Background: an optimization exercise with open tools, aiming at small area, a short achievable clock period and few clock cycles per item. Do not read the settings as production practice. The RTL was checked by simulation tests, not by an equivalence proof against the original design.

Setup of juniper:
## ladder_lowpass_filter_core
module ladder_lowpass_filter_core #(
  parameter int SAMPLE_BITS    = llf_pkg::SAMPLE_BITS_DEF,
  parameter int COEF_FRAC_BITS = llf_pkg::COEF_FRAC_BITS_DEF
) (
  input  logic                              clk_i,
  input  logic                              rst_ni,
  input  logic                              cfg_we_i,
  input  logic [llf_pkg::CFG_ADDR_W-1:0]    cfg_addr_i,
  input  logic [llf_pkg::CFG_DATA_W-1:0]    cfg_wdata_i,
  input  logic                              s_axis_tvalid,
  output logic                              s_axis_tready,
  input  logic [((SAMPLE_BITS+7)/8)*8-1:0]  s_axis_tdata,   
  output logic                              m_axis_tvalid,
  input  logic                              m_axis_tready,
  output logic [((SAMPLE_BITS+7)/8)*8-1:0]  m_axis_tdata    
);
==> flow/config.mk <==
export PLATFORM = sky130hd
export DESIGN_NAME = ladder_lowpass_filter_core
export DESIGN_NICKNAME = ladder_lowpass_filter_core
export VERILOG_FILES = /design/flow/design.v
export SDC_FILE = /design/flow/constraint.sdc
export NUM_CORES = 4
export LEC_CHECK = 0
export ABC_AREA = 1
export CAP_MARGIN = 20
export CORE_MARGIN = 2
export CORE_UTILIZATION = 40
export SLEW_MARGIN = 20
==> flow/constraint.sdc <==
create_clock -name core_clock -period 16.0 [get_ports {clk_i}]
set_input_delay 3.2000 -clock core_clock [delete_from_list [all_inputs] [get_ports {clk_i}]]
set_output_delay 3.2000 -clock core_clock [all_outputs]
set_load 0.01 [all_outputs]
run.sh (not shown) runs the stock make flow with config.mk's settings and CLKGATE_MAP_FILE= SYNTH_SCRIPT=/design/flow/synth_recipe.tcl, a recipe that flattens the netlist after the stock synthesis.
juniper: flow completed, timing, DRC and antenna clean
Testbench counts of juniper, summed over its fixed seeds: cycles 26,272, items 1,536.
Changes in nickel relative to juniper:
- ABC_AREA no longer set, was 1
- ABC_CLOCK_PERIOD_IN_PS now 5000, previously not set
==> notes.md <==
Transition time at the pin with the least slew margin was higher in the run labelled juniper. Compare juniper and nickel | count of cell instances traversed by the critical path lower: nickel. Per the comparison of nickel with juniper, die area -about 1.8%, worst slack after detailed placement -0.043 ns, initial antenna violation count +1. nickel improves on juniper in netlist area before placement. The synthesis-to-finish area growth of nickel exceeds that of juniper by 1.4 points. When the final numbers for juniper and nickel were put side by side, the total placed cells including tap cells turned out to be smaller in nickel.
[inputs] lagoon vs nickel
- SLEW_MARGIN now 60, was 20
- ABC_CLOCK_PERIOD_IN_PS no longer set, was 5000
- CAP_MARGIN now 60, was 20
Notes after the runs:
lagoon completed every stage of the flow, and the final layout passed the timing, design-rule and antenna checks. Final wirelength, nickel and lagoon: smaller value in nickel. Re count of buffering cells on the critical path with inverters included: lagoon is 1 down on nickel. On fraction of registers with async set or reset after synthesis, nickel and lagoon are neck and neck. Core utilization: lagoon higher than nickel. lagoon ended with more number of clock buffers in the layout than nickel. Setup slack: lagoon more than nickel.
Relative to lagoon, the following input files were edited for zinc:
- SLEW_MARGIN changed from 60 to 20
- CAP_MARGIN changed from 60 to 20
==> comparison <==
zinc went all the way through synthesis, placement and routing and the layout is clean on timing, DRC and antenna. The tightest hold margin on lagoon is in line with that on zinc. zinc vs lagoon — clock-cell share of area rose 0.24 points. zinc — setup slack 0.38 ns lower, lagoon as reference.

========
Another version of the RTL of ladder_lowpass_filter_core (not shown whole).
For scale: ~5100 cells after synthesis, about 680 flip-flops, about 83 I/O pins, roughly 51000 um^2 of cells after synthesis.
make LEC_CHECK=0 CAP_MARGIN=60 CORE_MARGIN=2 CORE_UTILIZATION=40 SLEW_MARGIN=60 finish   # period 16.0 ns
Testbench counts at the start, summed over its fixed seeds: cycles 26,304, items 1,536.
Change:
- CAP_MARGIN: 60 -> 80
- SLEW_MARGIN: 60 -> 80
Result: The new run finished with timing, DRC and antenna clean; via count goes up by a few percent; non-clock buffer count went up by 250; count of clock-buffer cells in the layout is higher by 12; worst hold slack loses 0.013 ns; worst setup slack gets better by 0.091 ns; global-route usage went up by 0.78 points.

========
ladder_lowpass_filter_core, a different RTL version from the one above (not shown whole).
Size in the first run: roughly 6400 cells after synthesis, roughly 700 flip-flops, about 83 I/O pins.
// ladder_lowpass_filter_core
module ladder_lowpass_filter_core #(
  parameter int SAMPLE_BITS    = llf_pkg::SAMPLE_BITS_DEF,
  parameter int COEF_FRAC_BITS = llf_pkg::COEF_FRAC_BITS_DEF
) (
  input  logic                              clk_i,
  input  logic                              rst_ni,
  input  logic                              cfg_we_i,
  input  logic [llf_pkg::CFG_ADDR_W-1:0]    cfg_addr_i,
  input  logic [llf_pkg::CFG_DATA_W-1:0]    cfg_wdata_i,
  input  logic                              s_axis_tvalid,
  output logic                              s_axis_tready,
  input  logic [((SAMPLE_BITS+7)/8)*8-1:0]  s_axis_tdata,   
  output logic                              m_axis_tvalid,
  input  logic                              m_axis_tready,
  output logic [((SAMPLE_BITS+7)/8)*8-1:0]  m_axis_tdata    
);
Settings: LEC_CHECK=0, ABC_AREA=1, CAP_MARGIN=20, CORE_MARGIN=2, CORE_UTILIZATION=40, SLEW_MARGIN=20; clock period 16.0 ns.
The first run ran to the end with no violations.
Testbench counts at the start, summed over its fixed seeds: cycles 26,304, items 1,536.
Edit:
ABC_AREA = unset   (was 1)
After rerunning: Global-route usage went down by 4.6 points; wire length fell by about 17%; cell area is lower by about 3%; die area drops by about 3%; non-clock buffer count went down by 7; register-to-register slack is better by 0.19 ns; synthesized area decreases by 3.0%.
Edit:
ABC_AREA = 1   (was unset)
CAP_MARGIN = 60   (was 20)
SLEW_MARGIN = 60   (was 20)
Result: Flip-flop and latch count does not change. Via count came out higher by about a fifth. Die area grows by a few percent. Worst setup slack gets better by 0.20 ns. Cell area increases by a few percent. Fmax rises by a few percent. Final cell count increases by a quarter to a third. Wire length went up by about a fifth. Core utilization came out higher by 0.53 points.

[what the ideal ports hide]
No port has a modelled driver above. Below, the same layouts with a new extraction and two added sets of constraints. Step 1: set_driving_cell puts a clkbuf_16 on clk_i and a buf_2 on each other input, an assumption about the parent block. Step 2 adds t to the input delays and takes it off the output delays; t is the mean of the earliest and latest rising clock arrival at the registers after step 1. Input paths then give back, and output paths get back, about the clock's delay inside the block. Slacks: ideal ports / drivers / drivers and shift; pairs: ideal ports / drivers.
| run | shift t [ns] | setup slack, ns | worst register clock-pin slew, ns | worst data-port slew with drivers (ns) |
|---|---|---|---|---|
| juniper | 0.750 | 8.865 / 8.865 / 8.865 | 0.07 / 0.07 | 0.06 |
| nickel | 0.737 | 8.947 / 8.947 / 8.947 | 0.07 / 0.07 | 0.06 |
| lagoon | 0.730 | 9.322 / 9.322 / 9.322 | 0.07 / 0.07 | 0.06 |
| zinc | 0.737 | 8.947 / 8.947 / 8.947 | 0.07 / 0.07 | 0.06 |
| the first run of note 2 | 0.742 | 10.629 / 10.629 / 10.546 | 0.09 / 0.09 | 0.07 |
| the second run of note 2 | 0.755 | 10.720 / 10.720 / 10.720 | 0.07 / 0.07 | 0.06 |
| the first run of note 3 | 0.754 | 8.713 / 8.713 / 8.713 | 0.07 / 0.07 | 0.08 |
| the second run of note 3 | 0.742 | 8.902 / 8.902 / 8.902 | 0.07 / 0.07 | 0.05 |
| the third run of note 3 | 0.764 | 9.103 / 9.103 / 9.103 | 0.07 / 0.07 | 0.08 |
After both steps every run listed still meets setup and hold. The setup slack of the first run of note 2, which loses most, moves by 0.000 ns with the drivers and by -0.083 ns with both steps.
